Background: an optimization exercise with open tools, aiming at small area, a short achievable clock period and few clock cycles per item. Do not read the settings as production practice.
Function was checked by simulation only, so behaviour that the tests miss may differ from the original.

## build 18
==> flow/design.v (excerpt) <==
module chacha20_keystream_sequencer #(
    parameter int WORDS_PER_BLOCK = 16
) (
    input  logic         clock,
    input  logic         clear,
    input  logic [255:0] key,
    input  logic [95:0]  nonce,
    input  logic [31:0]  initial_counter,
    input  logic         load,
    input  logic         enable,
    output logic         core_start,
    output logic [511:0] core_round_input,
    input  logic         core_finished,
    input  logic [511:0] core_round_output,
    output logic         ks_valid,
    input  logic         ks_ready,
    output logic [31:0]  ks_data,
    output logic [31:0]  block_counter,
    output logic         busy,
    output logic         error
);
    localparam logic [127:0] SIGMA = 128'h6b206574_79622d32_3320646e_61707865;
    logic [255:0] r_key;
    logic [95:0]  r_nonce;
    logic [31:0]  r_ectr;       
    logic [31:0]  r_ctr;        
    logic         r_loaded;
    logic         r_error;
    logic         r_busy;
    logic         r_start;      
    logic         r_run;        
    logic         r_want;       
    logic         r_bufv;       
    logic [31:0]  r_raw [2:WORDS_PER_BLOCK-1];
    logic [31:0]  r_t;          
    logic [31:0]  r_g;          
    logic [15:2]  r_sel;        
    logic         r_pv;         
    logic         r_outv;       
    logic [31:0]  r_data;       
    logic w_wrap, w_take_load, w_cap, w_window, w_adv, w_xfer, w_end, w_idle_n;
    logic w_busy_n, w_run_n, w_want_n, w_bufv_n, w_start_n;
    logic [31:0] w_raw_next, w_state_next;
    assign w_wrap      = (r_ctr == 32'hFFFF_FFFF);
    assign w_take_load = !r_busy && load;
    assign w_window    = r_run && r_want && !r_bufv;
    assign w_cap       = w_window && core_finished;
    assign w_xfer      = r_outv && ks_ready;
    assign w_adv       = r_bufv && r_pv && (!r_outv || ks_ready);
    assign w_end       = w_xfer && !r_pv;
    always_comb begin
        if (r_busy) w_busy_n = !(w_end && (w_wrap || !enable));
        else        w_busy_n = enable && (r_loaded || load) && !r_error;
    end
    assign w_idle_n = r_busy && !w_busy_n;
    assign w_run_n   = r_start || (r_run && !core_finished);
  ...
Size in the first run: ~2600 cells after synthesis, about 980 flip-flops, about 1500 I/O pins, roughly 0.039 mm^2 of cells after synthesis.
clock: 6.0 ns
lec_check: 0
cap_margin: 20
core_area: 100 100 420 420
cts_cluster_diameter: 75
cts_cluster_size: 16
die_area: 0 0 520 520
setup_slack_margin: 3.25
slew_margin: 20
standard.sh (not shown) runs the stock make flow with config.mk's settings and CLKGATE_MAP_FILE= SYNTH_SCRIPT=/design/flow/synth_recipe.tcl, a recipe that flattens the netlist after the stock synthesis.
==> flow/flow/run.sh <==
#!/bin/bash
# Standard ORFS layout, except that the port buffers are the smallest plain buffer
# (sky130_fd_sc_hd__buf_1) instead of the flow's default pick; timing repair resizes them
# where needed. Each tool's output goes to its own log in this folder.
set -euo pipefail
bash standard.sh BUFFER_PORTS_ARGS="-buffer_cell sky130_fd_sc_hd__buf_1" finish > make_layout.log 2>&1
cp orfs/logs/sky130hd/chacha20_keystream_sequencer/base/*.log . 2>/dev/null || true
Testbench counts of build 18, summed over its fixed seeds: cycles 5,037, items 3,216.
Input changes introduced in build 23 (baseline for comparison: build 18):
- a change of CTS_CLUSTER_SIZE from 16 to 18
- a change of SETUP_SLACK_MARGIN from 3.25 to 3.4
- a change of CTS_CLUSTER_DIAMETER from 75 to 60
### Flow results
Build 23 ended up with r_t[9]$_DFFE_PP_ as its first element of the critical path; build 18 ended up with r_key[245]$_DFFE_PP_.
Compared with build 18, build 23 degrades cell area.
Of build 23 and build 18, it is build 23 that has the lower post-layout minimum cycle time.
Highest attainable clock frequency ended up about 1.4% higher on build 23 than on build 18.
In the metrics for build 23 and build 18, the one carrying the higher total of clock buffers placed in the layout is build 23.
Changes in build 96 relative to build 23:
- changing CTS_CLUSTER_SIZE from 18 to 22
- changing CTS_CLUSTER_DIAMETER from 60 to 90
- changing SETUP_SLACK_MARGIN from 3.4 to 3.25
- Build 96 | stages: all done | timing, DRC, antenna: all pass
- Taking build 23 as the reference, in build 96 global-route usage over all layers went down 0.24 points, core utilization lost 3.3 points, minimum clock period +0.056 ns, wire length decreased by 4000 um relative to the old numbers.
- Looking at worst setup path startpoint, the r_t[8]$_DFFE_PP_ result is from build 96; the r_t[9]$_DFFE_PP_ one comes from build 23.
Edits applied to the flow inputs when going from build 96 to build 73:
- swapping 22 for 18 in CTS_CLUSTER_SIZE
- swapping 90 for 60 in CTS_CLUSTER_DIAMETER
- swapping 100 100 420 420 for 115 115 405 405 in CORE_AREA
==> comparison <==
Compared with build 96, in build 73 core box area shows a reduction of about 19%, register-to-register slack went down 0.02 ns, adder and majority gate portion of the synthesized area held steady. Build 73: no failed stages, no open violations at the end. Number of gates resized after CTS (build 73 vs. build 96) decreases by more than a quarter.

========
amber:
chacha20_keystream_sequencer, a different RTL version from the one above (not shown whole).
Size: roughly 2500 cells after synthesis, roughly 39000 µm² of cells after synthesis.
==> flow/design.v (excerpt) <==
module chacha20_keystream_sequencer #(
    parameter int WORDS_PER_BLOCK = 16
) (
    input  logic         clock,
    input  logic         clear,
    input  logic [255:0] key,
    input  logic [95:0]  nonce,
    input  logic [31:0]  initial_counter,
    input  logic         load,
    input  logic         enable,
    output logic         core_start,
    output logic [511:0] core_round_input,
    input  logic         core_finished,
    input  logic [511:0] core_round_output,
    output logic         ks_valid,
    input  logic         ks_ready,
    output logic [31:0]  ks_data,
    output logic [31:0]  block_counter,
    output logic         busy,
    output logic         error
);
    localparam logic [127:0] SIGMA = 128'h6b206574_79622d32_3320646e_61707865;
    logic [255:0] r_key;
    logic [95:0]  r_nonce;
    logic [31:0]  r_ectr;       
    logic [31:0]  r_ctr;        
    logic         r_loaded;
    logic         r_error;
    logic         r_busy;
    logic         r_start;      
    logic         r_run;        
    logic         r_want;       
    logic         r_bufv;       
    logic [31:0]  r_raw [2:WORDS_PER_BLOCK-1];
    logic [31:0]  r_p;          
    logic [31:0]  r_g;          
    logic [15:2]  r_sel;        
    logic         r_pv;         
    logic         r_outv;       
  ...
export LEC_CHECK = 0
export CAP_MARGIN = 20
export CORE_AREA = 70 70 450 450
export DIE_AREA = 0 0 520 520
export SETUP_SLACK_MARGIN = 3.25
export SLEW_MARGIN = 20
create_clock -name core_clock -period 6.0 [get_ports {clock}]
Scripts as last shown in full above: flow/flow/run.sh
amber: all stages complete, timing, DRC and antenna checks passed
Testbench counts of amber, summed over its fixed seeds: cycles 5,037, items 3,216.
Modified inputs, onyx compared to amber
- a change of CORE_AREA from 70 70 450 450 to 100 100 420 420
==> comparison <==
- Both conditions hold for amber: the flow ran to the end and the final layout passed the timing, design-rule and antenna checks.
- onyx reached the end of the flow, and the finished layout is clean on the timing, design-rule and antenna checks.
- Total length of routed met3 wires (onyx vs. amber) increases by more than 10%
- amber → onyx: final period utilization saw an increase; post-layout worst setup margin saw a decrease; global-route usage saw an increase; highest clock rate saw a decrease.
- Between onyx and amber, the required arrival time at the worst endpoint is higher for amber.
- Slowest library cell on the worst path: nand4_1 -> amber, a221oi_1 -> onyx
- When onyx is set beside amber, its later-pin clock latency in the skew report turns out to be 0.07 ns smaller.

static timing again, ports no longer ideal:
The flow's constraints put no driver on any port. The routed layouts listed below were extracted and timed again, unchanged, in two steps.
Step 1 (the two cells are an assumption about what drives the block):
set clk [get_ports {clock}]
set_driving_cell -lib_cell sky130_fd_sc_hd__clkbuf_16 $clk
set_driving_cell -lib_cell sky130_fd_sc_hd__buf_2 [delete_from_list [all_inputs] $clk]
Step 2 times the ports against the registers' clock, not the clock port: input delays grow and output delays shrink by t, the midpoint of the rising clock arrivals with the driver on.
Slacks: ideal / step 1 / step 2; pairs: ideal / step 1.
| run | t (ns) | setup WS [ns] | cell pins on the clock port's net |
|---|---|---|---|
| build 18 | 0.736 | 3.216 / 3.147 / 2.532 | 1 |
| build 23 | 0.756 | 3.254 / 3.254 / 2.544 | 1 |
| build 96 | 0.752 | 3.198 / 3.141 / 2.520 | 1 |
| build 73 | 0.760 | 3.177 / 3.126 / 2.459 | 1 |
| amber | 0.836 | 3.190 / 3.158 / 2.506 | 1 |
| onyx | 0.779 | 3.159 / 3.155 / 2.490 | 1 |
After both steps every run listed still meets setup and hold. The setup slack of build 73, which loses most, moves by -0.051 ns with the drivers and by -0.718 ns with both steps.
